Context: an optimization exercise on an open-source flow, tuned for small area, a short achievable clock period and few clock cycles per item. The choices shown serve that exercise and are no tape-out recipe.
In this exercise RTL edits were held to simulation tests only and were not proved equivalent to the original.

File: flow/design.v
package ttf_pkg;
   localparam int DW = 33;
   localparam int AW = 67;
   localparam int NBR = (DW + 1) / 2;
   localparam int NORM_BITS = 30;
   localparam int Q_SHIFT = 14;
   localparam int QW = 16;
   localparam int SQ_IN_W = 62;
   localparam int ROOT_W = 31;
   localparam int SQ_K = 3;
   localparam int SQ_CYC = (ROOT_W + SQ_K - 1) / SQ_K;
   localparam int SQ_STEPS = SQ_CYC * SQ_K;
   localparam int SQ_RW = ROOT_W + 3;
   localparam int DV_K = 3;
   localparam int DV_CYC = (15 + DV_K - 1) / DV_K;
   localparam int DV_STEPS = DV_CYC * DV_K;
   localparam int NUM_W = 45;
endpackage
import ttf_pkg::*;
module ttf_booth_enc (
   input  logic                              sub,
   input  logic signed [ttf_pkg::DW-1:0]     op_b,
   output logic [3*ttf_pkg::NBR-1:0]         enc
);
   logic [DW+1:0] b_ext;
   assign b_ext = {op_b[DW-1], op_b, 1'b0};
   always_comb begin
      logic [2:0] g;
      for (int j = 0; j < NBR; j++) begin
         g = b_ext[2*j +: 3];
         enc[3*j]     = g[2] ^ sub;                           
         enc[3*j + 1] = g[1] ^ g[0];                          
         enc[3*j + 2] = (g == 3'b011) || (g == 3'b100);       
      end
   end
endmodule
module ttf_mac (
   input  logic                              acc_en,
   input  logic signed [ttf_pkg::DW-1:0]     op_a1,
   input  logic signed [ttf_pkg::DW-1:0]     op_a2,
   input  logic [3*ttf_pkg::NBR-1:0]         enc1,
   input  logic [3*ttf_pkg::NBR-1:0]         enc2,
   input  logic [ttf_pkg::AW-1:0]            acc,
   output logic [ttf_pkg::AW-1:0]            y
);
   always_comb begin
      logic                 neg, one, two;
      logic [DW:0]          m;
      logic [AW-1:0]        sum;
      logic signed [DW-1:0] a;
      logic [3*NBR-1:0]     enc;
      sum = acc_en ? acc : '0;
      for (int p = 0; p < 2; p++) begin
         a   = p ? op_a2 : op_a1;
         enc = p ? enc2 : enc1;
         for (int j = 0; j < NBR; j++) begin
            neg = enc[3*j];
            one = enc[3*j + 1];
            two = enc[3*j + 2];
            m   = one ? {a[DW-1], a} : (two ? {a, 1'b0} : '0);
            m   = neg ? ~m : m;
            sum = sum + (AW'({~m[DW], m}) << (2*j)) + (AW'(neg) << (2*j))
                      - (AW'(1) << (DW + 1 + 2*j));
         end
      end
      y = sum;
   end
endmodule
import ttf_pkg::*;
module ttf_sqrt (
   input  logic                           clock,
   input  logic                           reset,
   input  logic                           in_valid,
   output logic                           in_ready,
   input  logic                           in_deg,
   input  logic [ttf_pkg::SQ_IN_W-1:0]    in_rad,
   output logic                           out_valid,
   input  logic                           out_ready,
   output logic                           out_deg,
   output logic [ttf_pkg::ROOT_W-1:0]     out_root
);
   localparam int XW = 2 * SQ_STEPS;
   logic                busy_ff, deg_ff, ov_ff, odeg_ff;
   logic [3:0]          cnt_ff;
   logic [XW-1:0]       x_ff;
   logic [SQ_RW-1:0]    rem_ff;
   logic [ROOT_W-1:0]   root_ff, oroot_ff;
   logic [XW-1:0]       x_nx;
   logic [SQ_RW-1:0]    rem_nx;
   logic [ROOT_W-1:0]   root_nx;
   logic                take, fin, ofree;
   always_comb begin
      logic [SQ_RW-1:0] rs, tr;
      logic [SQ_RW:0]   df;
      x_nx    = x_ff;
      rem_nx  = rem_ff;
      root_nx = root_ff;
      for (int k = 0; k < SQ_K; k++) begin
         rs = {rem_nx[SQ_RW-3:0], x_nx[XW-1 -: 2]};
         tr = SQ_RW'({root_nx, 2'b01});
         df = {1'b0, rs} - {1'b0, tr};
         if (!df[SQ_RW]) rem_nx = df[SQ_RW-1:0];
         else            rem_nx = rs;
         root_nx = {root_nx[ROOT_W-2:0], ~df[SQ_RW]};
         x_nx    = x_nx << 2;
      end
   end
   assign out_valid = ov_ff;
   assign out_deg   = odeg_ff;
   assign out_root  = oroot_ff;
   assign ofree     = !ov_ff || out_ready;
   assign fin       = busy_ff && (deg_ff || cnt_ff == 4'd0) && ofree;
   assign in_ready  = !busy_ff || fin;
   assign take      = in_valid && in_ready;
   always_ff @(posedge clock) begin
      if (reset) begin
         busy_ff <= 1'b0;
         ov_ff   <= 1'b0;
      end else begin
         if (take)     busy_ff <= 1'b1;
         else if (fin) busy_ff <= 1'b0;
         if (fin)            ov_ff <= 1'b1;
         else if (out_ready) ov_ff <= 1'b0;
      end
   end
   always_ff @(posedge clock) begin
      if (fin) begin
         odeg_ff  <= deg_ff;
         oroot_ff <= root_nx;
      end
      if (take) begin
         deg_ff  <= in_deg;
         x_ff    <= XW'(in_rad);
         rem_ff  <= '0;
         root_ff <= '0;
         cnt_ff  <= 4'(SQ_CYC - 1);
      end else if (busy_ff && cnt_ff != 4'd0) begin
         x_ff    <= x_nx;
         rem_ff  <= rem_nx;
         root_ff <= root_nx;
         cnt_ff  <= cnt_ff - 4'd1;
      end
   end
endmodule
module ttf_div_lane (
   input  logic                           clock,
   input  logic                           load,
   input  logic                           run,
   input  logic [ttf_pkg::NUM_W-1:0]      num,
   input  logic [ttf_pkg::ROOT_W-1:0]     den,
   output logic [ttf_pkg::DV_STEPS-1:0]   quot,
   output logic [ttf_pkg::DV_STEPS-1:0]   quot_nx   
);
   localparam int RW = ROOT_W + 1;
   logic [RW-1:0]       rem_ff;
   logic [DV_STEPS-1:0] xq_ff;    
   logic [RW-1:0]       rem_nx;
   logic [DV_STEPS-1:0] xq_nx;
   always_comb begin
      logic [RW:0] df;
      rem_nx = rem_ff;
      xq_nx  = xq_ff;
      for (int k = 0; k < DV_K; k++) begin
         rem_nx = {rem_nx[RW-2:0], xq_nx[DV_STEPS-1]};
         df     = {1'b0, rem_nx} - {2'b0, den};
         if (!df[RW]) rem_nx = df[RW-1:0];
         xq_nx  = {xq_nx[DV_STEPS-2:0], ~df[RW]};
      end
   end
   always_ff @(posedge clock) begin
      if (load) begin
         rem_ff <= RW'(num >> DV_STEPS);
         xq_ff  <= num[DV_STEPS-1:0];
      end else if (run) begin
         rem_ff <= rem_nx;
         xq_ff  <= xq_nx;
      end
   end
   assign quot    = xq_ff;
   assign quot_nx = xq_nx;
endmodule
import ttf_pkg::*;
module triangle_tangent_frame (
   input  logic        clock,
   input  logic        reset,
   input  logic        req_valid,
   output logic        req_ready,
   input  logic [31:0] req_pos_x,
   input  logic [31:0] req_pos_y,
   input  logic [31:0] req_pos_z,
   input  logic [31:0] req_tex_u,
   input  logic [31:0] req_tex_v,
   output logic        rsp_valid,
   input  logic        rsp_ready,
   output logic [15:0] rsp_tangent_x,
   output logic [15:0] rsp_tangent_y,
   output logic [15:0] rsp_tangent_z,
   output logic [15:0] rsp_bitan_x,
   output logic [15:0] rsp_bitan_y,
   output logic [15:0] rsp_bitan_z,
   output logic [1:0]  rsp_vertex_slot,
   output logic        rsp_degenerate,
   output logic        rsp_last_of_triangle
);
   localparam int NB = NORM_BITS;
   localparam logic [4:0] C_DET  = 5'd1;
   localparam logic [4:0] C_NT   = 5'd4;
   localparam logic [4:0] C_PEND = 5'd5;    
   localparam logic [4:0] C_NB   = 5'd7;
   localparam logic [4:0] C_PT   = 5'd8;
   localparam logic [4:0] C_LAST = 5'd10;
   logic [1:0]           corner_ff;
   logic [4:0][31:0]     c0_ff;                  
   logic signed [DW-1:0] e0_ff [3];
   logic signed [DW-1:0] e1_ff [3];
   logic signed [DW-1:0] du0_ff, dv0_ff, du1_ff, dv1_ff;
   logic                 pend_ff;                
   logic                 req_fire, prod_busy, c2_fire;
   logic [4:0][31:0]     rv;
   logic signed [DW-1:0] dl [5];
   logic                 mrun_ff;
   logic [4:0]           mcyc_ff;
   logic [AW-1:0]        acc_ff;
   logic [AW-1:0]        raw_ff [2];
   logic                 flip_ff;
   logic                 tpar_ff;                
   logic [NB-1:0]        sv_ff [4][3];
   logic [2:0]           neg_ff [4];
   logic                 zero_ff [4];
   logic [3:0]           sbusy_ff;               
   logic [3:0]           sfree;
   logic [1:0]           nslot;
   logic [AW-1:0]        m_y;
   logic                 m_stall, m_start, m_last, m_adv;
   logic                 is_deg, push_deg, push_t, push_b;
   logic [4:0]           m_nx;
   logic                 m_fetch;
   logic signed [DW-1:0] f_a1, f_a2, f_b1, f_b2, f_dv1, f_du1;
   logic                 f_sub2, f_acc;
   logic signed [DW-1:0] opa1_ff, opa2_ff;
   logic [3*NBR-1:0]     enc1_ff, enc2_ff, f_enc1, f_enc2;
   logic                 accen_ff;
   logic [1:0]           sq_in_ready, sq_out_valid, sq_out_ready, sq_out_deg;
   logic [1:0]           sq_in_valid;
   logic [ROOT_W-1:0]    sq_root [2];
   logic                 dv_next_ff;             
   logic                 dv_par_ff;              
   logic [1:0]           dv_slot;
   logic                 dv_busy_ff, dv_full_ff;
   logic [3:0]           dv_cnt_ff;
   logic                 dv_kind_ff, dv_deg_ff;
   logic [2:0]           dv_neg_ff;
   logic [ROOT_W-1:0]    dv_den_ff;
   logic                 dv_zero_ff;
   logic                 dv_load, dv_done, dv_write, dv_ldeg;
   logic [ROOT_W-1:0]    dv_root;
   logic [DV_STEPS-1:0]  dv_q [3], dv_qn [3];
   logic [NUM_W-1:0]     dv_num [3];
   logic [1:0]           ost_ff;                 
   logic [1:0]           slot_ff;
   logic [QW-1:0]        outq_ff [6];            
   logic [5:0]           outn_ff;
   logic [QW-1:0]        outv [6];
   logic                 degen_ff;
   logic                 rsp_fire;
   assign rv = {req_pos_x, req_pos_y, req_pos_z, req_tex_u, req_tex_v};
   assign prod_busy = pend_ff || (mrun_ff && mcyc_ff <= C_PEND);
   assign req_ready = (corner_ff == 2'd0) || !prod_busy;
   assign req_fire  = req_valid && req_ready;
   assign c2_fire   = req_fire && (corner_ff == 2'd2);
   always_comb begin
      for (int i = 0; i < 5; i++) dl[i] = {rv[4-i][31], rv[4-i]} - {c0_ff[4-i][31], c0_ff[4-i]};
   end
   always_ff @(posedge clock) begin
      if (req_fire) begin
         if (corner_ff == 2'd0) begin
            c0_ff <= rv;
         end else if (corner_ff == 2'd1) begin
            for (int i = 0; i < 3; i++) e0_ff[i] <= dl[i];
            du0_ff <= dl[3];
            dv0_ff <= dl[4];
         end else begin
            for (int i = 0; i < 3; i++) e1_ff[i] <= dl[i];
            du1_ff <= dl[3];
            dv1_ff <= dl[4];
         end
      end
   end
   assign f_dv1   = c2_fire ? dl[4] : dv1_ff;
   assign f_du1   = c2_fire ? dl[3] : du1_ff;
   assign m_nx    = m_start ? 5'd0 : mcyc_ff + 5'd1;
   assign m_fetch = m_start || (m_adv && !m_last);
   always_comb begin
      f_acc  = 1'b0;
      f_sub2 = 1'b1;
      f_a1   = '0;
      f_a2   = '0;
      f_b1   = '0;
      f_b2   = '0;
      case (m_nx)
         5'd0:  begin f_a1 = f_dv1;    f_b1 = du0_ff; f_a2 = f_du1;    f_b2 = dv0_ff; end
         5'd1:  begin f_a1 = e0_ff[0]; f_b1 = dv1_ff; f_a2 = e1_ff[0]; f_b2 = dv0_ff; end
         5'd2:  begin f_a1 = e0_ff[1]; f_b1 = dv1_ff; f_a2 = e1_ff[1]; f_b2 = dv0_ff; end
         5'd3:  begin f_a1 = e0_ff[2]; f_b1 = dv1_ff; f_a2 = e1_ff[2]; f_b2 = dv0_ff; end
         5'd4:  begin f_a1 = e1_ff[0]; f_b1 = du0_ff; f_a2 = e0_ff[0]; f_b2 = du1_ff; end
         5'd5:  begin f_a1 = e1_ff[1]; f_b1 = du0_ff; f_a2 = e0_ff[1]; f_b2 = du1_ff; end
         5'd6:  begin f_a1 = e1_ff[2]; f_b1 = du0_ff; f_a2 = e0_ff[2]; f_b2 = du1_ff; end
         5'd7:  begin
            f_a1 = DW'(sv_ff[{tpar_ff, 1'b0}][0]); f_a2 = DW'(sv_ff[{tpar_ff, 1'b0}][1]);
            f_sub2 = 1'b0;
         end
         5'd8:  begin
            f_a1 = DW'(sv_ff[{tpar_ff, 1'b0}][2]);
            f_sub2 = 1'b0; f_acc = 1'b1;
         end
         5'd9:  begin
            f_a1 = DW'(sv_ff[{tpar_ff, 1'b1}][0]); f_a2 = DW'(sv_ff[{tpar_ff, 1'b1}][1]);
            f_sub2 = 1'b0;
         end
         default: begin
            f_a1 = DW'(sv_ff[{tpar_ff, 1'b1}][2]);
            f_sub2 = 1'b0; f_acc = 1'b1;
         end
      endcase
      if (m_nx >= 5'd7) begin
         f_b1 = f_a1;
         f_b2 = f_a2;
      end
   end
   ttf_booth_enc u_enc1 (
      .sub  (1'b0),
      .op_b (f_b1),
      .enc  (f_enc1)
   );
   ttf_booth_enc u_enc2 (
      .sub  (f_sub2),
      .op_b (f_b2),
      .enc  (f_enc2)
   );
   always_ff @(posedge clock) begin
      if (m_fetch) begin
         opa1_ff  <= f_a1;
         opa2_ff  <= f_a2;
         enc1_ff  <= f_enc1;
         enc2_ff  <= f_enc2;
         accen_ff <= f_acc;
      end
   end
   ttf_mac u_mac (
      .acc_en (accen_ff),
      .op_a1  (opa1_ff),
      .op_a2  (opa2_ff),
      .enc1   (enc1_ff),
      .enc2   (enc2_ff),
      .acc    (acc_ff),
      .y      (m_y)
   );
   logic [NB-1:0] nz_s [3];
   logic [2:0]    nz_neg;
   logic          nz_zero;
   always_comb begin
      logic [AW-1:0] mg [3];
      logic [AW-1:0] rw [3];
      logic [AW-1:0] w;
      logic [6:0]    lz;
      rw[0] = raw_ff[0];
      rw[1] = raw_ff[1];
      rw[2] = acc_ff;
      for (int i = 0; i < 3; i++) begin
         mg[i]     = rw[i][AW-1] ? (~rw[i] + 1'b1) : rw[i];
         nz_neg[i] = rw[i][AW-1] ^ flip_ff;
      end
      w  = mg[0] | mg[1] | mg[2];
      lz = 7'd0;
      for (int k = 0; k < AW; k++) begin
         if (w[k]) lz = 7'(AW - 1 - k);
      end
      nz_zero = (w == '0);
      for (int i = 0; i < 3; i++) begin
         logic [AW-1:0] sh;
         sh = mg[i] << lz;
         nz_s[i] = sh[AW-1 -: NB];
      end
   end
   assign dv_slot  = {dv_par_ff, dv_next_ff};
   assign nslot    = {tpar_ff, mcyc_ff == C_NB};
   always_comb begin
      for (int k = 0; k < 4; k++) sfree[k] = dv_load && !dv_ldeg && (dv_slot == 2'(k));
   end
   assign is_deg   = (acc_ff == '0);
   assign push_deg = mrun_ff && (mcyc_ff == C_DET) && is_deg;
   assign push_t   = mrun_ff && (mcyc_ff == C_PT);
   assign push_b   = mrun_ff && (mcyc_ff == C_LAST);
   assign m_stall  = mrun_ff && ((push_deg && (sq_in_ready != 2'b11)) ||
                                 (push_t && !sq_in_ready[0]) ||
                                 (push_b && !sq_in_ready[1]) ||
                                 ((mcyc_ff == C_NT || mcyc_ff == C_NB) &&
                                  sbusy_ff[nslot] && !sfree[nslot]));
   assign m_adv    = mrun_ff && !m_stall;
   assign m_last   = m_adv && (push_deg || push_b);
   assign m_start  = (!mrun_ff || m_last) && (pend_ff || c2_fire);
   assign sq_in_valid[0] = m_adv && (push_deg || push_t);
   assign sq_in_valid[1] = m_adv && (push_deg || push_b);
   always_ff @(posedge clock) begin
      if (reset) begin
         corner_ff <= '0;
         pend_ff   <= 1'b0;
         mrun_ff   <= 1'b0;
         mcyc_ff   <= '0;
         sbusy_ff  <= '0;
         tpar_ff   <= 1'b0;
      end else begin
         if (req_fire) corner_ff <= (corner_ff == 2'd2) ? 2'd0 : corner_ff + 2'd1;
         if (m_start) begin
            pend_ff <= 1'b0;
            mrun_ff <= 1'b1;
            mcyc_ff <= '0;
         end else begin
            if (c2_fire) pend_ff <= 1'b1;
            if (m_last) mrun_ff <= 1'b0;
            else if (m_adv) mcyc_ff <= mcyc_ff + 5'd1;
         end
         for (int k = 0; k < 4; k++) begin
            if (m_adv && (mcyc_ff == C_NT || mcyc_ff == C_NB) && nslot == 2'(k))
               sbusy_ff[k] <= 1'b1;
            else if (sfree[k]) sbusy_ff[k] <= 1'b0;
         end
         if (m_last) tpar_ff <= !tpar_ff;
      end
   end
   always_ff @(posedge clock) begin
      if (m_adv) begin
         acc_ff <= m_y;
         if (mcyc_ff == C_DET) flip_ff <= acc_ff[AW-1];
         if (mcyc_ff == 5'd1 || mcyc_ff == 5'd4) raw_ff[0] <= m_y;
         if (mcyc_ff == 5'd2 || mcyc_ff == 5'd5) raw_ff[1] <= m_y;
         if (mcyc_ff == C_NT || mcyc_ff == C_NB) begin
            for (int i = 0; i < 3; i++) sv_ff[nslot][i] <= nz_s[i];
            neg_ff[nslot]  <= nz_neg;
            zero_ff[nslot] <= nz_zero;
         end
      end
   end
   for (genvar v = 0; v < 2; v++) begin : g_sq
      ttf_sqrt u_sqrt (
         .clock     (clock),
         .reset     (reset),
         .in_valid  (sq_in_valid[v]),
         .in_ready  (sq_in_ready[v]),
         .in_deg    (push_deg),
         .in_rad    (m_y[SQ_IN_W-1:0]),
         .out_valid (sq_out_valid[v]),
         .out_ready (sq_out_ready[v]),
         .out_deg   (sq_out_deg[v]),
         .out_root  (sq_root[v])
      );
   end
   assign dv_load  = sq_out_valid[dv_next_ff] && (!dv_busy_ff || dv_write) && (!dv_full_ff || dv_write);
   assign sq_out_ready[0] = dv_load && !dv_next_ff;
   assign sq_out_ready[1] = dv_load && dv_next_ff;
   assign dv_ldeg  = sq_out_deg[dv_next_ff];
   assign dv_root  = sq_root[dv_next_ff];
   assign dv_done  = dv_busy_ff && (dv_cnt_ff == 4'd0);
   always_comb begin
      for (int i = 0; i < 3; i++) begin
         dv_num[i] = NUM_W'({sv_ff[dv_slot][i], Q_SHIFT'(0)}) + NUM_W'(dv_root >> 1);
      end
   end
   for (genvar i = 0; i < 3; i++) begin : g_div
      ttf_div_lane u_lane (
         .clock (clock),
         .load  (dv_load),
         .run   (dv_busy_ff),
         .num   (dv_num[i]),
         .den   (dv_den_ff),
         .quot  (dv_q[i]),
         .quot_nx (dv_qn[i])
      );
   end
   assign dv_write = (dv_full_ff || dv_done) && (ost_ff == {1'b0, dv_kind_ff});
   assign rsp_fire = rsp_valid && rsp_ready;
   always_ff @(posedge clock) begin
      if (reset) begin
         dv_next_ff <= 1'b0;
         dv_par_ff  <= 1'b0;
         dv_busy_ff <= 1'b0;
         dv_full_ff <= 1'b0;
         ost_ff     <= 2'd0;
         slot_ff    <= 2'd0;
      end else begin
         if (dv_load) begin
            dv_next_ff <= !dv_next_ff;
            if (dv_next_ff) dv_par_ff <= !dv_par_ff;
            dv_busy_ff <= !dv_ldeg;
            dv_full_ff <= dv_ldeg;
         end else if (dv_done) begin
            dv_busy_ff <= 1'b0;
            dv_full_ff <= !dv_write;
         end else if (dv_write) begin
            dv_full_ff <= 1'b0;
         end
         if (dv_write) begin
            ost_ff <= dv_kind_ff ? 2'd2 : 2'd1;
         end else if (rsp_fire && slot_ff == 2'd2) begin
            ost_ff <= 2'd0;
         end
         if (rsp_fire) slot_ff <= (slot_ff == 2'd2) ? 2'd0 : slot_ff + 2'd1;
      end
   end
   always_ff @(posedge clock) begin
      if (dv_load) begin
         dv_kind_ff <= dv_next_ff;
         dv_deg_ff  <= dv_ldeg;
         dv_den_ff  <= dv_root;
         dv_neg_ff  <= neg_ff[dv_slot];
         dv_zero_ff <= zero_ff[dv_slot];
         dv_cnt_ff  <= 4'(DV_CYC - 1);
      end else if (dv_busy_ff) begin
         dv_cnt_ff  <= dv_cnt_ff - 4'd1;
      end
      if (dv_write) begin
         for (int i = 0; i < 3; i++) begin
            outq_ff[(dv_kind_ff ? 3 : 0) + i] <= (dv_zero_ff || dv_deg_ff) ? '0 :
                                                 QW'(dv_busy_ff ? dv_qn[i] : dv_q[i]);
            outn_ff[(dv_kind_ff ? 3 : 0) + i] <= dv_neg_ff[i];
         end
         if (!dv_kind_ff) degen_ff <= dv_deg_ff;
      end
   end
   always_comb begin
      for (int i = 0; i < 6; i++) outv[i] = outn_ff[i] ? (~outq_ff[i] + 1'b1) : outq_ff[i];
   end
   assign rsp_valid            = (ost_ff == 2'd2);
   assign rsp_tangent_x        = outv[0];
   assign rsp_tangent_y        = outv[1];
   assign rsp_tangent_z        = outv[2];
   assign rsp_bitan_x          = outv[3];
   assign rsp_bitan_y          = outv[4];
   assign rsp_bitan_z          = outv[5];
   assign rsp_vertex_slot      = slot_ff;
   assign rsp_degenerate       = degen_ff;
   assign rsp_last_of_triangle = (slot_ff == 2'd2);
endmodule
File: flow/constraint.sdc
create_clock -name core_clock -period 11.0 [get_ports {clock}]
set_input_delay 2.2000 -clock core_clock [delete_from_list [all_inputs] [get_ports {clock}]]
set_output_delay 2.2000 -clock core_clock [all_outputs]
set_load 0.01 [all_outputs]
File: flow/config.mk
export PLATFORM = sky130hd
export DESIGN_NAME = triangle_tangent_frame
export DESIGN_NICKNAME = triangle_tangent_frame
export VERILOG_FILES = /design/flow/design.v
export SDC_FILE = /design/flow/constraint.sdc
export NUM_CORES = 4
export LEC_CHECK = 0
export CAP_MARGIN = 20
export CORE_MARGIN = 2
export CORE_UTILIZATION = 40
export SLEW_MARGIN = 20
File: flow/run.sh
#!/bin/bash
# synth_recipe.tcl (not shown) runs the flow's synth.tcl, then flattens the netlist and writes it again
# the make line also repeats each setting of config.mk as NAME=value (left out here)
make -C /OpenROAD-flow-scripts/flow DESIGN_CONFIG=/design/flow/config.mk WORK_HOME=/design/flow/orfs CLKGATE_MAP_FILE= SYNTH_SCRIPT=/design/flow/synth_recipe.tcl finish
==> flow_metrics.env, run 1 <==
export IMPL_drt_initial_drc_count=26488
export IMPL_cp_buffers_inverters=29
export IMPL_dr_pass1_iters=10
export IMPL_rsz0062_at_grt="true"
export IMPL_yosys_warnings=26
export IMPL_fin_crit_sh_pct=104
export IMPL_status="complete, but fails checks"
export IMPL_max_slew_margin_pct=5.06
export IMPL_synth_edf_count=1649
export IMPL_grt_usage_pct=35.8
export IMPL_fin_setup_tns_ns=-23.17
export IMPL_dieArea_mm2=0.497
export IMPL_syn_inst=21248
export IMPL_io_pins=266
export IMPL_grt_pass1_wl_mm=1290
export IMPL_grt_max_degree=164
export IMPL_end_kind="register"
export IMPL_wl_mm=923
export IMPL_gp_congestion=1.11
export IMPL_tightest_slew_ns=1.42
export IMPL_cp_top_family="compound AO/OA/AOI/OAI gates"
export IMPL_area_delta_synth_final_pct=15.2
export IMPL_dp_hpwl_mm=718
export IMPL_portBuffers=265
export IMPL_yosys_area_top_type="edfxtp_1"
export IMPL_overflow=0
export IMPL_synth_seq_area_share_pct=27.4
export IMPL_rows=257
export IMPL_htree_levels=4
export IMPL_viasPerCell=6.33
export IMPL_hold_violations=0
export IMPL_final_cell_mix="nand2_1 (2465), buf_4 (1683), edfxtp_1 (1649)"
export IMPL_arrival_ns=12.20
export IMPL_synth_area_mm2=0.197
export IMPL_die_x_um=705
export IMPL_avgSynthCellArea_um2=9.25
export IMPL_startpoint_type="register"
export IMPL_cp_max_fo=4
export IMPL_crit_path_frequent_cell="buf_4"
export IMPL_via_count=181821
export IMPL_synth_top_area_share_pct=25.2
export IMPL_synthesis_nets=23636
export IMPL_holdCritPathClass="register to register"
export IMPL_cpMaxStageDelayCell="a2111oi_2"
export IMPL_root_buffer="clkbuf_16"
export IMPL_layout_nets=24409
export IMPL_ys_ff_latch=1869
export IMPL_finalWorstSetupSlack_ns=-0.473
export IMPL_fin_hold_ws_ns=0.455
export IMPL_grt_pass1_vias=171813
export IMPL_cp_required_ns=11.73
export IMPL_postCtsHoldBufs=0
export IMPL_cap_violations=0
export IMPL_finClkSkew_ns=0.134
export IMPL_antenna_found_initial=113
export IMPL_cpPeakStageDelay_ns=0.38
export IMPL_synthArstFlopShare_pct=0
export IMPL_clk_insertion_delay_late_ns=1.04
export IMPL_so_faults="negative setup slack"
export IMPL_drive_gt1_share_pct=15.2
export IMPL_cts_sinks=1869
export IMPL_cts_tree="built"
export IMPL_ys_top_cells_by_area="edfxtp_1 (25%), fa_1 (12%), ha_1 (6.7%), xnor2_1 (6.4%), nand2_1 (4.7%)"
export IMPL_max_clock_path_buffers=4
export IMPL_min_period_ns=11.47
export IMPL_routedWlPerCell_um=32.1
export IMPL_initial_core_util_pct=40.1
export IMPL_coreArea_mm2=0.490
export IMPL_ys_flop_type="edfxtp_1"
export IMPL_synth_cell_types=123
export IMPL_timing_fmax_ghz=0.0872
export IMPL_setup_viol=68
export IMPL_finalMaxSlewViolations=0
export IMPL_drc=0
export IMPL_mostFrequentLayoutCell="nand2_1"
export IMPL_cts_made_buffers=219
export IMPL_ant_nets=0
export IMPL_critical_path_class="register to register"
export IMPL_die_h_um=705
export IMPL_post_place_ws_ns=-2.51
export IMPL_clk_pin_slew_ns=0.07
layout make-up:
type,instances,area [µm²]
Clock inverter,131,1630
Tap cell,6475,8100
Clock buffer,273,5750
Antenna cell,66,165
Fill cell,46494,263000
Multi-Input combinational cell,16259,133000
Timing Repair Buffer,2079,17500
Inverter,1593,5990
Sequential cell,1869,53900
Yosys cell counts (all sizes together), types with 314 or more instances:
cell type and instances:
a22oi 674, xor2 627, ha 1053, nor2 1093, mux2i 537, mux2 346
clkbuf 1152, fa 1171, a211oi 314, xnor2 1431, o21ai 1328, nor3 339
inv 1582, buf 376, nand3 442, a21oi 1051, edfxtp 1649, nand2 2481
per-layer routing:
layer | track usage [%] | part of all wire, % | vias to the layer above
li1 | - | - | 77630
met1 | 48.0 | 40 | 89896
met2 | 49.9 | 40 | 12029
met5 | 0.788 | 0.088 | -
met3 | 13.6 | 14 | 2230
met4 | 18.6 | 6.3 | 36
cell families after synthesis:
group	after synthesis	synth area share, %
xor gates and xnor gates	2058	9.17
muxes	1144	7.72
adders and majority gates	2224	18.6
and+or+nand+nor	5465	12.6
buffers and inverters	3121	6.21
DFF	1869	27.4
AOI/OAI and AO/OA	5367	18.3
metrics by stage:
stage,area (µm²),utilization [%],std cells
2_1_floorplan,197000,-,21248
3_5_place_dp,215000,43.9,28089
6_report,226000,46.2,28745
3_3_place_gp,215000,43.9,28087
5_1_grt,226000,46.2,28712
4_1_cts,225000,45.9,28623
registers in the layout (all words and copies together) (netlist names), 64 cells and up, named ones only:
signal,count
sv_ff,360
e1_ff,99
e0_ff,99
raw_ff,134
g_sq.u_sqrt.x_ff,132
acc_ff,67
outq_ff,90
g_sq.u_sqrt.rem_ff,64
c0_ff,160
g_div.u_lane.rem_ff,93
final timing paths:
check,from,to,slack (ns),cells past startpoint
worst max-delay path,dv_den_ff[0],g_div[1].u_lane.rem_ff[29],-0.47,68
worst min-delay path,dv_deg_ff,degen_ff,0.45,0
worst max register to register,dv_den_ff[0],g_div[1].u_lane.rem_ff[29],-0.47,68
worst min register to register,dv_deg_ff,degen_ff,0.45,0
timing repair:
| action | 4_1_cts | 5_1_grt |
|---|---|---|
| pin swaps | 176 | 190 |
| endpoints found under the setup margin | 102 | 143 |
| cloned | 14 | 1 |
| gates resized for setup | 292 | 206 |
| buffers inserted | 125 | 65 |
Testbench counts, summed over its fixed seeds: cycles 3,043, triangles 256.
==> run 2, diff against run 1 <==
--- a/flow/design.v
+++ b/flow/design.v
@@ -13,3 +13,3 @@
    localparam int SQ_RW = ROOT_W + 3;
-   localparam int DV_K = 3;
+   localparam int DV_K = 2;
    localparam int DV_CYC = (15 + DV_K - 1) / DV_K;
@@ -207,3 +207,3 @@
    localparam logic [4:0] C_NT   = 5'd4;
-   localparam logic [4:0] C_PEND = 5'd5;    
+   localparam logic [4:0] C_TAKE = 5'd5;    
    localparam logic [4:0] C_NB   = 5'd7;
@@ -214,6 +214,4 @@
    logic signed [DW-1:0] e0_ff [3];
-   logic signed [DW-1:0] e1_ff [3];
-   logic signed [DW-1:0] du0_ff, dv0_ff, du1_ff, dv1_ff;
-   logic                 pend_ff;                
-   logic                 req_fire, prod_busy, c2_fire;
+   logic signed [DW-1:0] du0_ff, dv0_ff;
+   logic                 req_fire, c2_take;
    logic [4:0][31:0]     rv;
@@ -237,3 +235,3 @@
    logic                 m_fetch;
-   logic signed [DW-1:0] f_a1, f_a2, f_b1, f_b2, f_dv1, f_du1;
+   logic signed [DW-1:0] f_a1, f_a2, f_b1, f_b2;
    logic                 f_sub2, f_acc;
@@ -245,16 +243,13 @@
    logic [ROOT_W-1:0]    sq_root [2];
-   logic                 dv_next_ff;             
-   logic                 dv_par_ff;              
-   logic [1:0]           dv_slot;
-   logic                 dv_busy_ff, dv_full_ff;
-   logic [3:0]           dv_cnt_ff;
-   logic                 dv_kind_ff, dv_deg_ff;
-   logic [2:0]           dv_neg_ff;
-   logic [ROOT_W-1:0]    dv_den_ff;
-   logic                 dv_zero_ff;
-   logic                 dv_load, dv_done, dv_write, dv_ldeg;
-   logic [ROOT_W-1:0]    dv_root;
-   logic [DV_STEPS-1:0]  dv_q [3], dv_qn [3];
-   logic [NUM_W-1:0]     dv_num [3];
-   logic [1:0]           ost_ff;                 
+   logic [1:0]           dv_par_ff, dv_busy_ff, dv_full_ff, dv_deg_ff, dv_zero_ff;
+   logic [3:0]           dv_cnt_ff [2];
+   logic [2:0]           dv_neg_ff [2];
+   logic [ROOT_W-1:0]    dv_den_ff [2];
+   logic [1:0]           dv_load, dv_done, dv_write, dv_ldeg;
+   logic [1:0]           dv_slot [2];
+   logic [ROOT_W-1:0]    dv_root [2];
+   logic [DV_STEPS-1:0]  dv_q [2][3];
+   logic [DV_STEPS-1:0]  dv_qn [2][3];
+   logic [NUM_W-1:0]     dv_num [2][3];
+   logic [1:0]           have_ff;                
    logic [1:0]           slot_ff;
@@ -266,6 +261,5 @@
    assign rv = {req_pos_x, req_pos_y, req_pos_z, req_tex_u, req_tex_v};
-   assign prod_busy = pend_ff || (mrun_ff && mcyc_ff <= C_PEND);
-   assign req_ready = (corner_ff == 2'd0) || !prod_busy;
+   assign c2_take   = m_adv && (mcyc_ff == C_TAKE || push_deg);
+   assign req_ready = (corner_ff != 2'd2) || c2_take;
    assign req_fire  = req_valid && req_ready;
-   assign c2_fire   = req_fire && (corner_ff == 2'd2);
    always_comb begin
@@ -281,6 +275,2 @@
             dv0_ff <= dl[4];
-         end else begin
-            for (int i = 0; i < 3; i++) e1_ff[i] <= dl[i];
-            du1_ff <= dl[3];
-            dv1_ff <= dl[4];
          end
@@ -288,4 +278,2 @@
    end
-   assign f_dv1   = c2_fire ? dl[4] : dv1_ff;
-   assign f_du1   = c2_fire ? dl[3] : du1_ff;
    assign m_nx    = m_start ? 5'd0 : mcyc_ff + 5'd1;
@@ -300,9 +288,9 @@
       case (m_nx)
-         5'd0:  begin f_a1 = f_dv1;    f_b1 = du0_ff; f_a2 = f_du1;    f_b2 = dv0_ff; end
-         5'd1:  begin f_a1 = e0_ff[0]; f_b1 = dv1_ff; f_a2 = e1_ff[0]; f_b2 = dv0_ff; end
-         5'd2:  begin f_a1 = e0_ff[1]; f_b1 = dv1_ff; f_a2 = e1_ff[1]; f_b2 = dv0_ff; end
-         5'd3:  begin f_a1 = e0_ff[2]; f_b1 = dv1_ff; f_a2 = e1_ff[2]; f_b2 = dv0_ff; end
-         5'd4:  begin f_a1 = e1_ff[0]; f_b1 = du0_ff; f_a2 = e0_ff[0]; f_b2 = du1_ff; end
-         5'd5:  begin f_a1 = e1_ff[1]; f_b1 = du0_ff; f_a2 = e0_ff[1]; f_b2 = du1_ff; end
-         5'd6:  begin f_a1 = e1_ff[2]; f_b1 = du0_ff; f_a2 = e0_ff[2]; f_b2 = du1_ff; end
+         5'd0:  begin f_a1 = dl[4];    f_b1 = du0_ff; f_a2 = dl[3];    f_b2 = dv0_ff; end
+         5'd1:  begin f_a1 = e0_ff[0]; f_b1 = dl[4];  f_a2 = dl[0];    f_b2 = dv0_ff; end
+         5'd2:  begin f_a1 = e0_ff[1]; f_b1 = dl[4];  f_a2 = dl[1];    f_b2 = dv0_ff; end
+         5'd3:  begin f_a1 = e0_ff[2]; f_b1 = dl[4];  f_a2 = dl[2];    f_b2 = dv0_ff; end
+         5'd4:  begin f_a1 = dl[0];    f_b1 = du0_ff; f_a2 = e0_ff[0]; f_b2 = dl[3];  end
+         5'd5:  begin f_a1 = dl[1];    f_b1 = du0_ff; f_a2 = e0_ff[1]; f_b2 = dl[3];  end
+         5'd6:  begin f_a1 = dl[2];    f_b1 = du0_ff; f_a2 = e0_ff[2]; f_b2 = dl[3];  end
          5'd7:  begin
@@ -384,6 +372,7 @@
    end
-   assign dv_slot  = {dv_par_ff, dv_next_ff};
    assign nslot    = {tpar_ff, mcyc_ff == C_NB};
    always_comb begin
-      for (int k = 0; k < 4; k++) sfree[k] = dv_load && !dv_ldeg && (dv_slot == 2'(k));
+      for (int k = 0; k < 4; k++) begin
+         sfree[k] = dv_load[k % 2] && !dv_ldeg[k % 2] && (dv_par_ff[k % 2] == (k / 2));
+      end
    end
@@ -400,3 +389,3 @@
    assign m_last   = m_adv && (push_deg || push_b);
-   assign m_start  = (!mrun_ff || m_last) && (pend_ff || c2_fire);
+   assign m_start  = (!mrun_ff || m_last) && (corner_ff == 2'd2) && req_valid && !c2_take;
    assign sq_in_valid[0] = m_adv && (push_deg || push_t);
@@ -406,3 +395,2 @@
          corner_ff <= '0;
-         pend_ff   <= 1'b0;
          mrun_ff   <= 1'b0;
@@ -414,3 +402,2 @@
          if (m_start) begin
-            pend_ff <= 1'b0;
             mrun_ff <= 1'b1;
@@ -418,3 +405,2 @@
          end else begin
-            if (c2_fire) pend_ff <= 1'b1;
             if (m_last) mrun_ff <= 1'b0;
@@ -457,51 +443,73 @@
    end
-   assign dv_load  = sq_out_valid[dv_next_ff] && (!dv_busy_ff || dv_write) && (!dv_full_ff || dv_write);
-   assign sq_out_ready[0] = dv_load && !dv_next_ff;
-   assign sq_out_ready[1] = dv_load && dv_next_ff;
-   assign dv_ldeg  = sq_out_deg[dv_next_ff];
-   assign dv_root  = sq_root[dv_next_ff];
-   assign dv_done  = dv_busy_ff && (dv_cnt_ff == 4'd0);
-   always_comb begin
-      for (int i = 0; i < 3; i++) begin
-         dv_num[i] = NUM_W'({sv_ff[dv_slot][i], Q_SHIFT'(0)}) + NUM_W'(dv_root >> 1);
+   assign rsp_fire = rsp_valid && rsp_ready;
+   for (genvar k = 0; k < 2; k++) begin : g_dv
+      assign dv_ldeg[k] = sq_out_deg[k];
+      assign dv_root[k] = sq_root[k];
+      assign dv_slot[k] = {dv_par_ff[k], 1'(k)};
+      assign dv_done[k] = dv_busy_ff[k] && (dv_cnt_ff[k] == 4'd0);
+      assign dv_write[k] = (dv_full_ff[k] || dv_done[k]) && !have_ff[k];
+      assign dv_load[k]  = sq_out_valid[k] && (!dv_busy_ff[k] || dv_write[k]) &&
+                           (!dv_full_ff[k] || dv_write[k]);
+      assign sq_out_ready[k] = dv_load[k];
+      always_comb begin
+         for (int i = 0; i < 3; i++) begin
+            dv_num[k][i] = NUM_W'({sv_ff[dv_slot[k]][i], Q_SHIFT'(0)}) + NUM_W'(dv_root[k] >> 1);
+         end
+      end
+      for (genvar i = 0; i < 3; i++) begin : g_lane
+         ttf_div_lane u_lane (
+            .clock   (clock),
+            .load    (dv_load[k]),
+            .run     (dv_busy_ff[k]),
+            .num     (dv_num[k][i]),
+            .den     (dv_den_ff[k]),
+            .quot    (dv_q[k][i]),
+            .quot_nx (dv_qn[k][i])
+         );
+      end
+      always_ff @(posedge clock) begin
+         if (reset) begin
+            dv_par_ff[k]  <= 1'b0;
+            dv_busy_ff[k] <= 1'b0;
+            dv_full_ff[k] <= 1'b0;
+         end else begin
+            if (dv_load[k]) begin
+               dv_par_ff[k]  <= !dv_par_ff[k];
+               dv_busy_ff[k] <= !dv_ldeg[k];
+               dv_full_ff[k] <= dv_ldeg[k];
+            end else if (dv_done[k]) begin
+               dv_busy_ff[k] <= 1'b0;
+               dv_full_ff[k] <= !dv_write[k];
+            end else if (dv_write[k]) begin
+               dv_full_ff[k] <= 1'b0;
+            end
+         end
+      end
+      always_ff @(posedge clock) begin
+         if (dv_load[k]) begin
+            dv_deg_ff[k]  <= dv_ldeg[k];
+            dv_den_ff[k]  <= dv_root[k];
+            dv_neg_ff[k]  <= neg_ff[dv_slot[k]];
+            dv_zero_ff[k] <= zero_ff[dv_slot[k]];
+            dv_cnt_ff[k]  <= 4'(DV_CYC - 1);
+         end else if (dv_busy_ff[k]) begin
+            dv_cnt_ff[k]  <= dv_cnt_ff[k] - 4'd1;
+         end
+         if (dv_write[k]) begin
+            for (int i = 0; i < 3; i++) begin
+               outq_ff[3*k + i] <= (dv_zero_ff[k] || dv_deg_ff[k]) ? '0 :
+                                   QW'(dv_busy_ff[k] ? dv_qn[k][i] : dv_q[k][i]);
+               outn_ff[3*k + i] <= dv_neg_ff[k][i];
+            end
+            if (k == 0) degen_ff <= dv_deg_ff[k];
+         end
       end
    end
-   for (genvar i = 0; i < 3; i++) begin : g_div
-      ttf_div_lane u_lane (
-         .clock (clock),
-         .load  (dv_load),
-         .run   (dv_busy_ff),
-         .num   (dv_num[i]),
-         .den   (dv_den_ff),
-         .quot  (dv_q[i]),
-         .quot_nx (dv_qn[i])
-      );
-   end
-   assign dv_write = (dv_full_ff || dv_done) && (ost_ff == {1'b0, dv_kind_ff});
-   assign rsp_fire = rsp_valid && rsp_ready;
    always_ff @(posedge clock) begin
       if (reset) begin
-         dv_next_ff <= 1'b0;
-         dv_par_ff  <= 1'b0;
-         dv_busy_ff <= 1'b0;
-         dv_full_ff <= 1'b0;
-         ost_ff     <= 2'd0;
-         slot_ff    <= 2'd0;
+         have_ff <= 2'b00;
+         slot_ff <= 2'd0;
       end else begin
-         if (dv_load) begin
-            dv_next_ff <= !dv_next_ff;
-            if (dv_next_ff) dv_par_ff <= !dv_par_ff;
-            dv_busy_ff <= !dv_ldeg;
-            dv_full_ff <= dv_ldeg;
-         end else if (dv_done) begin
-            dv_busy_ff <= 1'b0;
-            dv_full_ff <= !dv_write;
-         end else if (dv_write) begin
-            dv_full_ff <= 1'b0;
-         end
-         if (dv_write) begin
-            ost_ff <= dv_kind_ff ? 2'd2 : 2'd1;
-         end else if (rsp_fire && slot_ff == 2'd2) begin
-            ost_ff <= 2'd0;
-         end
+         if (rsp_fire && slot_ff == 2'd2) have_ff <= 2'b00;
+         else                             have_ff <= have_ff | dv_write;
          if (rsp_fire) slot_ff <= (slot_ff == 2'd2) ? 2'd0 : slot_ff + 2'd1;
@@ -509,22 +517,2 @@
    end
-   always_ff @(posedge clock) begin
-      if (dv_load) begin
-         dv_kind_ff <= dv_next_ff;
-         dv_deg_ff  <= dv_ldeg;
-         dv_den_ff  <= dv_root;
-         dv_neg_ff  <= neg_ff[dv_slot];
-         dv_zero_ff <= zero_ff[dv_slot];
-         dv_cnt_ff  <= 4'(DV_CYC - 1);
-      end else if (dv_busy_ff) begin
-         dv_cnt_ff  <= dv_cnt_ff - 4'd1;
-      end
-      if (dv_write) begin
-         for (int i = 0; i < 3; i++) begin
-            outq_ff[(dv_kind_ff ? 3 : 0) + i] <= (dv_zero_ff || dv_deg_ff) ? '0 :
-                                                 QW'(dv_busy_ff ? dv_qn[i] : dv_q[i]);
-            outn_ff[(dv_kind_ff ? 3 : 0) + i] <= dv_neg_ff[i];
-         end
-         if (!dv_kind_ff) degen_ff <= dv_deg_ff;
-      end
-   end
    always_comb begin
@@ -532,3 +520,3 @@
    end
-   assign rsp_valid            = (ost_ff == 2'd2);
+   assign rsp_valid            = (have_ff == 2'b11);
    assign rsp_tangent_x        = outv[0];
==> flow_metrics.env, run 2 <==
export IMPL_dieArea_mm2=0.499
export IMPL_htree_levels=4
export IMPL_finalMaxSlewViolations=0
export IMPL_syn_inst=22061
export IMPL_tightest_slew_ns=1.39
export IMPL_stdcell_area_mm2=0.218
export IMPL_status="finished clean"
export IMPL_area_delta_synth_final_pct=10.6
export IMPL_arrival_ns=11.20
export IMPL_min_period_ns=10.42
export IMPL_ant_nets=0
export IMPL_via_count=177851
export IMPL_dr_pass1_iters=8
export IMPL_finClkSkew_ns=0.158
export IMPL_place_inst=28141
export IMPL_startpoint_type="register"
export IMPL_rows=258
export IMPL_cpPeakStageDelay_ns=1.26
export IMPL_synth_edf_count=1609
export IMPL_drc=0
export IMPL_ff_latch_area_mm2=0.0540
export IMPL_yosys_area_top_type="edfxtp_1"
export IMPL_cp_buffers_inverters=4
export IMPL_wl_mm=930
export IMPL_fill_cells=47696
export IMPL_die_x_um=707
export IMPL_holdCritPathClass="register to register"
export IMPL_mostFrequentLayoutCell="nand2_1"
export IMPL_final_cell_mix="nand2_1 (2872), inv_1 (1640), edfxtp_1 (1609)"
export IMPL_critical_path_class="register to register"
export IMPL_dp_hpwl_mm=727
export IMPL_cp_max_fo=14
export IMPL_grt_max_degree=167
export IMPL_overflow=0
export IMPL_cts_sinks=1894
export IMPL_cpMaxStageDelayCell="edfxtp_1"
export IMPL_crit_path_frequent_cell="fa_1"
export IMPL_routedWlPerCell_um=32.5
export IMPL_cp_top_family="adder cells"
export IMPL_io_pins=266
export IMPL_synthesis_nets=24592
export IMPL_clk_pin_slew_ns=0.06
export IMPL_cp_required_ns=11.78
export IMPL_ys_top_cells_by_area="edfxtp_1 (24%), fa_1 (12%), ha_1 (7.5%), xnor2_1 (6.1%), nand2_1 (5.5%)"
export IMPL_largest_register_ffs=360
export IMPL_drive_gt1_share_pct=8.65
export IMPL_regMostFlops="sv_ff"
export IMPL_synth_area_mm2=0.198
export IMPL_fin_crit_sh_pct=94.8
export IMPL_ys_ff_latch=1894
export IMPL_cts_tree="built"
export IMPL_cap_violations=0
export IMPL_max_slew_margin_pct=7.67
export IMPL_finalNonFillerCells=28659
export IMPL_gp_congestion=1.11
export IMPL_drt_initial_drc_count=24585
export IMPL_yosysMostFrequentCell="nand2_1"
export IMPL_layout_nets=24418
export IMPL_grt_pass1_vias=166495
export IMPL_avgSynthCellArea_um2=8.95
export IMPL_coreArea_mm2=0.493
export IMPL_synth_cell_types=120
export IMPL_synth_top_area_share_pct=24.5
export IMPL_fin_hold_ws_ns=0.427
export IMPL_portBuffers=265
export IMPL_antenna_found_initial=111
export IMPL_hold_violations=0
export IMPL_grt_pass1_wl_mm=1290
export IMPL_viasPerCell=6.21
export IMPL_postCtsHoldBufs=0
export IMPL_final_util_pct=44.3
export IMPL_setup_viol=0
export IMPL_initial_core_util_pct=40.1
export IMPL_synth_seq_area_share_pct=27.4
export IMPL_cts_made_buffers=229
export IMPL_max_clock_path_buffers=4
export IMPL_timing_fmax_ghz=0.0959
export IMPL_multi_input_area_mm2=0.133
export IMPL_ys_flop_type="edfxtp_1"
export IMPL_die_h_um=707
export IMPL_end_kind="register"
export IMPL_reg_top3="sv_ff x360, g_dv.g_lane.u_lane.rem_ff x186, c0_ff x160"
export IMPL_placed_area_mm2=0.210
export IMPL_root_buffer="clkbuf_16"
export IMPL_synthArstFlopShare_pct=0
export IMPL_clk_insertion_delay_late_ns=1.05
export IMPL_yosys_top_cells_count="nand2_1 (2879), inv_1 (1649), edfxtp_1 (1609)"
export IMPL_grt_usage_pct=36.0
export IMPL_yosys_warnings=36
## run 2: cell types whose count changed after synthesis, sizes merged, moves of 77 or more
cell,previous run,this run
nand2,2481,2879
nand3,442,276
a21oi,1051,1159
inv,1582,1659
nor2,1093,1223
a211oi,314,159
ha,1053,1190
a22oi,674,573
xor2,627,864
mux2i,537,821
mux4,261,1
o21ai,1328,1578
## run 2: final cells by class
type / instances / share of cell area (%)
multi-input combinational: 17031 / 60.7
sequential: 1894 / 24.8
timing repair buffer: 1064 / 4.27
tap: 6500 / 3.72
inverter: 1667 / 2.87
clock buffer: 282 / 2.81
clock inverter: 146 / 0.775
antenna: 75 / 0.0860
## run 2: logic make-up (layout without fill, tap and decap cells)
family,count (synthesis),after routing,share of synthesized area [%]
AO/OA/AOI/OAI,5448,5448,17.9
XOR/XNOR,2235,2235,9.91
adder cells (fa/ha/maj),2367,2367,19.5
buffers and inverters,3137,3159,6.12
flip-flops,1894,1894,27.4
multiplexers,1213,1213,6.40
other,0,75,0
AND/OR/NAND/NOR,5767,5768,12.9
## run 2: routing by layer
layer	part of all wire, %	track usage (%)
met2	41	52.0
met1	38	45.9
met3	12	11.4
met4	8.1	24.0
met5	0.050	0
## run 2: path summary, 6_finish.rpt
path / from / end / slack (ns) / cells past startpoint
worst max-delay path: opa1_ff[19] / g_sq[1].u_sqrt.x_ff[57] / 0.58 / 30
worst min-delay path: dv_neg_ff[0][2] / outn_ff[2] / 0.43 / 0
worst max register to register: opa1_ff[19] / g_sq[1].u_sqrt.x_ff[57] / 0.58 / 30
worst min register to register: dv_neg_ff[0][2] / outn_ff[2] / 0.43 / 0
## run 2: repair_timing
item	CTS	global route
endpoints found under the setup margin	0	103
gates resized for setup	0	11
endpoints found under the hold margin	0	0
buffers inserted	0	5
## run 2: metrics by stage
| stage | setup TNS, ns | setup WS, ns |
|---|---|---|
| floorplan | 0 | 0.429 |
| global placement | 0 | 0.230 |
| detailed placement | 0 | 0.214 |
| CTS | 0 | 0.108 |
| global route | -0.00667 | -0.00667 |
| finish | 0 | 0.576 |
## run 2: worst reg2reg max path: cells and delay by family (launching register included)
kind | cells | cell delay, ns
buffers and inverters | 4 | 0.68
and+or+nand+nor | 5 | 0.70
muxes | 1 | 0.26
DFF | 1 | 1.26
AOI/OAI and AO/OA | 9 | 2.21
adders and majority gates | 9 | 4.65
xor gates and xnor gates | 2 | 0.57
Testbench counts of run 2, summed over its fixed seeds: cycles 3,057, triangles 256.
==> run 3, diff against run 2 <==
--- a/flow/design.v
+++ b/flow/design.v
@@ -243,3 +243,3 @@
    logic [ROOT_W-1:0]    sq_root [2];
-   logic [1:0]           dv_par_ff, dv_busy_ff, dv_full_ff, dv_deg_ff, dv_zero_ff;
+   logic [1:0]           dv_par_ff, dv_busy_ff, dv_deg_ff, dv_zero_ff;
    logic [3:0]           dv_cnt_ff [2];
@@ -247,3 +247,3 @@
    logic [ROOT_W-1:0]    dv_den_ff [2];
-   logic [1:0]           dv_load, dv_done, dv_write, dv_ldeg;
+   logic [1:0]           dv_load, dv_done, dv_ldeg;
    logic [1:0]           dv_slot [2];
@@ -251,10 +251,7 @@
    logic [DV_STEPS-1:0]  dv_q [2][3];
-   logic [DV_STEPS-1:0]  dv_qn [2][3];
    logic [NUM_W-1:0]     dv_num [2][3];
    logic [1:0]           have_ff;                
+   logic                 release_out;
    logic [1:0]           slot_ff;
-   logic [QW-1:0]        outq_ff [6];            
-   logic [5:0]           outn_ff;
    logic [QW-1:0]        outv [6];
-   logic                 degen_ff;
    logic                 rsp_fire;
@@ -296,3 +293,3 @@
          5'd7:  begin
-            f_a1 = DW'(sv_ff[{tpar_ff, 1'b0}][0]); f_a2 = DW'(sv_ff[{tpar_ff, 1'b0}][1]);
+            f_a1 = DW'(sv_ff[{tpar_ff, 1'b0}][0]); f_a2 = DW'(sv_ff[{tpar_ff, 1'b0}][2]);
             f_sub2 = 1'b0;
@@ -300,3 +297,3 @@
          5'd8:  begin
-            f_a1 = DW'(sv_ff[{tpar_ff, 1'b0}][2]);
+            f_a1 = DW'(sv_ff[{tpar_ff, 1'b0}][1]);
             f_sub2 = 1'b0; f_acc = 1'b1;
@@ -304,3 +301,3 @@
          5'd9:  begin
-            f_a1 = DW'(sv_ff[{tpar_ff, 1'b1}][0]); f_a2 = DW'(sv_ff[{tpar_ff, 1'b1}][1]);
+            f_a1 = DW'(sv_ff[{tpar_ff, 1'b1}][0]); f_a2 = DW'(sv_ff[{tpar_ff, 1'b1}][2]);
             f_sub2 = 1'b0;
@@ -308,3 +305,3 @@
          default: begin
-            f_a1 = DW'(sv_ff[{tpar_ff, 1'b1}][2]);
+            f_a1 = DW'(sv_ff[{tpar_ff, 1'b1}][1]);
             f_sub2 = 1'b0; f_acc = 1'b1;
@@ -345,5 +342,6 @@
    );
-   logic [NB-1:0] nz_s [3];
+   logic [NB-1:0] nz_s0, nz_s1, nz_s2;
    logic [2:0]    nz_neg;
-   logic          nz_zero;
+   logic          nz_zero, nz_second;
+   logic [6:0]    nz_lz, lz_ff;
    always_comb begin
@@ -351,4 +349,3 @@
       logic [AW-1:0] rw [3];
-      logic [AW-1:0] w;
-      logic [6:0]    lz;
+      logic [AW-1:0] w, sa, sb;
       rw[0] = raw_ff[0];
@@ -360,15 +357,16 @@
       end
-      w  = mg[0] | mg[1] | mg[2];
-      lz = 7'd0;
+      w     = mg[0] | mg[1] | mg[2];
+      nz_lz = 7'd0;
       for (int k = 0; k < AW; k++) begin
-         if (w[k]) lz = 7'(AW - 1 - k);
+         if (w[k]) nz_lz = 7'(AW - 1 - k);
       end
       nz_zero = (w == '0);
-      for (int i = 0; i < 3; i++) begin
-         logic [AW-1:0] sh;
-         sh = mg[i] << lz;
-         nz_s[i] = sh[AW-1 -: NB];
-      end
+      sa      = mg[2] << nz_lz;
+      sb      = nz_second ? (mg[1] << lz_ff) : (mg[0] << nz_lz);
+      nz_s2   = sa[AW-1 -: NB];
+      nz_s0   = sb[AW-1 -: NB];
+      nz_s1   = sb[AW-1 -: NB];
    end
-   assign nslot    = {tpar_ff, mcyc_ff == C_NB};
+   assign nz_second = (mcyc_ff == C_NT + 5'd1) || (mcyc_ff == C_NB + 5'd1);
+   assign nslot     = {tpar_ff, (mcyc_ff == C_NB) || (mcyc_ff == C_NB + 5'd1)};
    always_comb begin
@@ -423,6 +421,9 @@
          if (mcyc_ff == C_NT || mcyc_ff == C_NB) begin
-            for (int i = 0; i < 3; i++) sv_ff[nslot][i] <= nz_s[i];
-            neg_ff[nslot]  <= nz_neg;
-            zero_ff[nslot] <= nz_zero;
+            sv_ff[nslot][0] <= nz_s0;
+            sv_ff[nslot][2] <= nz_s2;
+            neg_ff[nslot]   <= nz_neg;
+            zero_ff[nslot]  <= nz_zero;
+            lz_ff           <= nz_lz;
          end
+         if (nz_second) sv_ff[nslot][1] <= nz_s1;
       end
@@ -443,3 +444,4 @@
    end
-   assign rsp_fire = rsp_valid && rsp_ready;
+   assign rsp_fire    = rsp_valid && rsp_ready;
+   assign release_out = rsp_fire && (slot_ff == 2'd2);
    for (genvar k = 0; k < 2; k++) begin : g_dv
@@ -449,5 +451,3 @@
       assign dv_done[k] = dv_busy_ff[k] && (dv_cnt_ff[k] == 4'd0);
-      assign dv_write[k] = (dv_full_ff[k] || dv_done[k]) && !have_ff[k];
-      assign dv_load[k]  = sq_out_valid[k] && (!dv_busy_ff[k] || dv_write[k]) &&
-                           (!dv_full_ff[k] || dv_write[k]);
+      assign dv_load[k]  = sq_out_valid[k] && !dv_busy_ff[k] && (!have_ff[k] || release_out);
       assign sq_out_ready[k] = dv_load[k];
@@ -466,3 +466,3 @@
             .quot    (dv_q[k][i]),
-            .quot_nx (dv_qn[k][i])
+            .quot_nx ()
          );
@@ -473,3 +473,3 @@
             dv_busy_ff[k] <= 1'b0;
-            dv_full_ff[k] <= 1'b0;
+            have_ff[k]    <= 1'b0;
          end else begin
@@ -478,8 +478,8 @@
                dv_busy_ff[k] <= !dv_ldeg[k];
-               dv_full_ff[k] <= dv_ldeg[k];
+               have_ff[k]    <= dv_ldeg[k];
             end else if (dv_done[k]) begin
                dv_busy_ff[k] <= 1'b0;
-               dv_full_ff[k] <= !dv_write[k];
-            end else if (dv_write[k]) begin
-               dv_full_ff[k] <= 1'b0;
+               have_ff[k]    <= 1'b1;
+            end else if (release_out) begin
+               have_ff[k]    <= 1'b0;
             end
@@ -497,10 +497,2 @@
          end
-         if (dv_write[k]) begin
-            for (int i = 0; i < 3; i++) begin
-               outq_ff[3*k + i] <= (dv_zero_ff[k] || dv_deg_ff[k]) ? '0 :
-                                   QW'(dv_busy_ff[k] ? dv_qn[k][i] : dv_q[k][i]);
-               outn_ff[3*k + i] <= dv_neg_ff[k][i];
-            end
-            if (k == 0) degen_ff <= dv_deg_ff[k];
-         end
       end
@@ -509,7 +501,4 @@
       if (reset) begin
-         have_ff <= 2'b00;
          slot_ff <= 2'd0;
       end else begin
-         if (rsp_fire && slot_ff == 2'd2) have_ff <= 2'b00;
-         else                             have_ff <= have_ff | dv_write;
          if (rsp_fire) slot_ff <= (slot_ff == 2'd2) ? 2'd0 : slot_ff + 2'd1;
@@ -518,3 +507,9 @@
    always_comb begin
-      for (int i = 0; i < 6; i++) outv[i] = outn_ff[i] ? (~outq_ff[i] + 1'b1) : outq_ff[i];
+      for (int k = 0; k < 2; k++) begin
+         for (int i = 0; i < 3; i++) begin
+            logic [QW-1:0] q;
+            q = (dv_zero_ff[k] || dv_deg_ff[k]) ? '0 : QW'(dv_q[k][i]);
+            outv[3*k + i] = dv_neg_ff[k][i] ? (~q + 1'b1) : q;
+         end
+      end
    end
@@ -528,3 +523,3 @@
    assign rsp_vertex_slot      = slot_ff;
-   assign rsp_degenerate       = degen_ff;
+   assign rsp_degenerate       = dv_deg_ff[0];
    assign rsp_last_of_triangle = (slot_ff == 2'd2);
--- a/flow/config.mk
+++ b/flow/config.mk
@@ -9,3 +9,4 @@
 export CORE_MARGIN = 2
-export CORE_UTILIZATION = 40
+export CORE_UTILIZATION = 55
+export SETUP_SLACK_MARGIN = 3
 export SLEW_MARGIN = 20
==> flow_metrics.env, run 3 <==
export IMPL_setup_viol=0
export IMPL_dp_hpwl_mm=638
export IMPL_gp_congestion=1.09
export IMPL_clk_pin_slew_ns=0.06
export IMPL_drive_gt1_share_pct=17.6
export IMPL_grt_usage_pct=46.5
export IMPL_synth_seq_area_share_pct=26.8
export IMPL_cpMaxStageDelayCell="fa_1"
export IMPL_cap_violations=0
export IMPL_ys_flop_type="edfxtp_1"
export IMPL_status="finished clean"
export IMPL_holdCritPathClass="register to register"
export IMPL_dieArea_mm2=0.358
export IMPL_cts_made_buffers=216
export IMPL_rows=218
export IMPL_synth_area_mm2=0.194
export IMPL_mostFrequentLayoutCell="nand2_1"
export IMPL_initial_core_util_pct=55.2
export IMPL_synthesis_nets=24067
export IMPL_cp_buffers_inverters=3
export IMPL_overflow=0
export IMPL_drt_initial_drc_count=26359
export IMPL_routedWlPerCell_um=31.8
export IMPL_max_clock_path_buffers=4
export IMPL_via_count=181632
export IMPL_synth_top_area_share_pct=24.8
export IMPL_fin_crit_sh_pct=86.8
export IMPL_grt_max_degree=157
export IMPL_grt_pass1_vias=167689
export IMPL_wl_mm=867
export IMPL_portBuffers=265
export IMPL_crit_path_frequent_cell="fa_1"
export IMPL_reg_top3="sv_ff x360, g_dv.g_lane.u_lane.rem_ff x186, c0_ff x160"
export IMPL_critical_path_class="register to register"
export IMPL_fin_setup_tns_ns=0
export IMPL_rsz0062_at_grt="true"
export IMPL_yosys_warnings=31
export IMPL_ys_top_cells_by_area="edfxtp_1 (25%), fa_1 (12%), ha_1 (7.7%), xnor2_1 (6.3%), mux2i_1 (5.2%)"
export IMPL_ant_nets=0
export IMPL_max_slew_margin_pct=7.36
export IMPL_layout_nets=24888
export IMPL_cpPeakStageDelay_ns=0.75
export IMPL_final_cell_mix="nand2_1 (2459), inv_1 (1622), edfxtp_1 (1609)"
export IMPL_regMostFlops="sv_ff"
export IMPL_synth_edf_count=1609
export IMPL_placed_area_mm2=0.204
export IMPL_end_kind="register"
export IMPL_die_h_um=599
export IMPL_finClkSkew_ns=0.138
export IMPL_synth_cell_types=114
export IMPL_grt_pass1_wl_mm=1210
export IMPL_cp_top_family="adder cells"
export IMPL_viasPerCell=6.65
export IMPL_area_delta_synth_final_pct=18.8
export IMPL_io_pins=266
export IMPL_tightest_slew_ns=1.38
export IMPL_stdcell_area_mm2=0.231
export IMPL_finalMaxSlewViolations=0
export IMPL_dr_pass1_iters=9
export IMPL_root_buffer="clkbuf_16"
export IMPL_yosys_top_cells_count="nand2_1 (2560), inv_1 (1692), edfxtp_1 (1609)"
export IMPL_startpoint_type="register"
export IMPL_cp_required_ns=11.68
export IMPL_hold_violations=0
export IMPL_postCtsHoldBufs=0
export IMPL_timing_fmax_ghz=0.105
export IMPL_cts_sinks=1796
export IMPL_clk_insertion_delay_late_ns=1.02
export IMPL_cp_max_fo=27
export IMPL_largest_register_ffs=360
export IMPL_ys_ff_latch=1796
export IMPL_yosys_area_top_type="edfxtp_1"
export IMPL_avgSynthCellArea_um2=9.03
export IMPL_antenna_found_initial=65
export IMPL_yosysMostFrequentCell="nand2_1"
export IMPL_syn_inst=21533
export IMPL_die_x_um=599
export IMPL_min_period_ns=9.55
export IMPL_htree_levels=4
export IMPL_drc=0
export IMPL_arrival_ns=10.23
export IMPL_coreArea_mm2=0.352
export IMPL_cts_tree="built"
export IMPL_synthArstFlopShare_pct=0
[run 3: routing by layer]
layer	global-route usage, %	share of wire, %	wire length (µm)
met5	0.294	0.044	378
met4	26.5	7.3	63500
met3	18.8	16	135000
met2	63.6	39	342000
met1	61.7	38	326000
[run 3: metrics by stage]
step                instances  utilization [%]  hold slack [ns]  setup slack (ns)
floorplan               21533                -            0.400              1.95
global placement        25738             57.8            0.435             0.553
detailed placement      25738             57.8            0.433             0.511
CTS                     26955             63.5            0.448              1.75
global route            27273             65.6            0.455              1.33
finish                  27295             65.6            0.446              1.45
[run 3: worst paths after layout]
kind                               from                      end  slack (ns)  depth (start not counted)
hold / removal    g_sq[0].u_sqrt.deg_ff   g_sq[0].u_sqrt.odeg_ff        0.45                          0
setup reg to reg            opa1_ff[32]  g_sq[1].u_sqrt.x_ff[61]        1.45                         26
setup / recovery            opa1_ff[32]  g_sq[1].u_sqrt.x_ff[61]        1.45                         26
hold reg to reg   g_sq[0].u_sqrt.deg_ff   g_sq[0].u_sqrt.odeg_ff        0.45                          0
[run 3: logic make-up (layout without fill, tap and decap cells)]
family                   count (synthesis)  count (layout)  share of synthesized area [%]
AO/OA/AOI/OAI                         5113            5115                           17.0
XOR/XNOR                              2174            2174                           9.80
adder cells (fa/ha/maj)               2370            2370                           19.8
buffers and inverters                 3127            4125                           6.15
flip-flops                            1796            1796                           26.8
multiplexers                          1418            1418                           7.66
other                                    0              28                              0
AND/OR/NAND/NOR                       5535            5539                           12.8
[run 3: what timing repair did]
| action | 4_1_cts | 5_1_grt |
|---|---|---|
| resized for setup | 1207 | 1077 |
| pin swaps | 457 | 609 |
| buffers inserted | 762 | 292 |
| gates cloned | 54 | 15 |
| setup endpoints to repair | 889 | 857 |
[run 3: cell type report]
type                    instances  area, µm²
diodes                         28       70.1
flip-flops and latches       1796      52100
clock buffers                 259       5740
well taps                    4730       5920
multi-input cells           16616     139000
clock inverters               142       1710
repair buffers               2009      20100
fillers                     28532     121000
inverters                    1715       6560
Testbench counts of run 3, summed over its fixed seeds: cycles 3,057, triangles 256.

-- what the ideal ports hide --
The flow's constraints put no driver on any port. The routed layouts listed below were extracted and timed again, unchanged, in two steps.
Step 1 (the two cells are an assumption about what drives the block):
set clk [get_ports {clock}]
set_driving_cell -lib_cell sky130_fd_sc_hd__clkbuf_16 $clk
set_driving_cell -lib_cell sky130_fd_sc_hd__buf_2 [delete_from_list [all_inputs] $clk]
Step 2 moves the port delays by t, midway between the first and last clock arrival at a register: inputs arrive t later, outputs are due t later. That takes back most of the time a late clock gives input paths.
a / b / c = ideal / step 1 / step 2; a / b = the first two.
| run | shift t [ns] | setup WS [ns] | clock arrival spread, ns |
|---|---|---|---|
| run 1 | 1.102 | -0.473 / -0.473 / -0.473 | 0.146 / 0.146 |
| run 2 | 1.087 | 0.576 / 0.576 / 0.576 | 0.158 / 0.159 |
| run 3 | 1.087 | 1.452 / 1.452 / 1.452 | 0.144 / 0.144 |
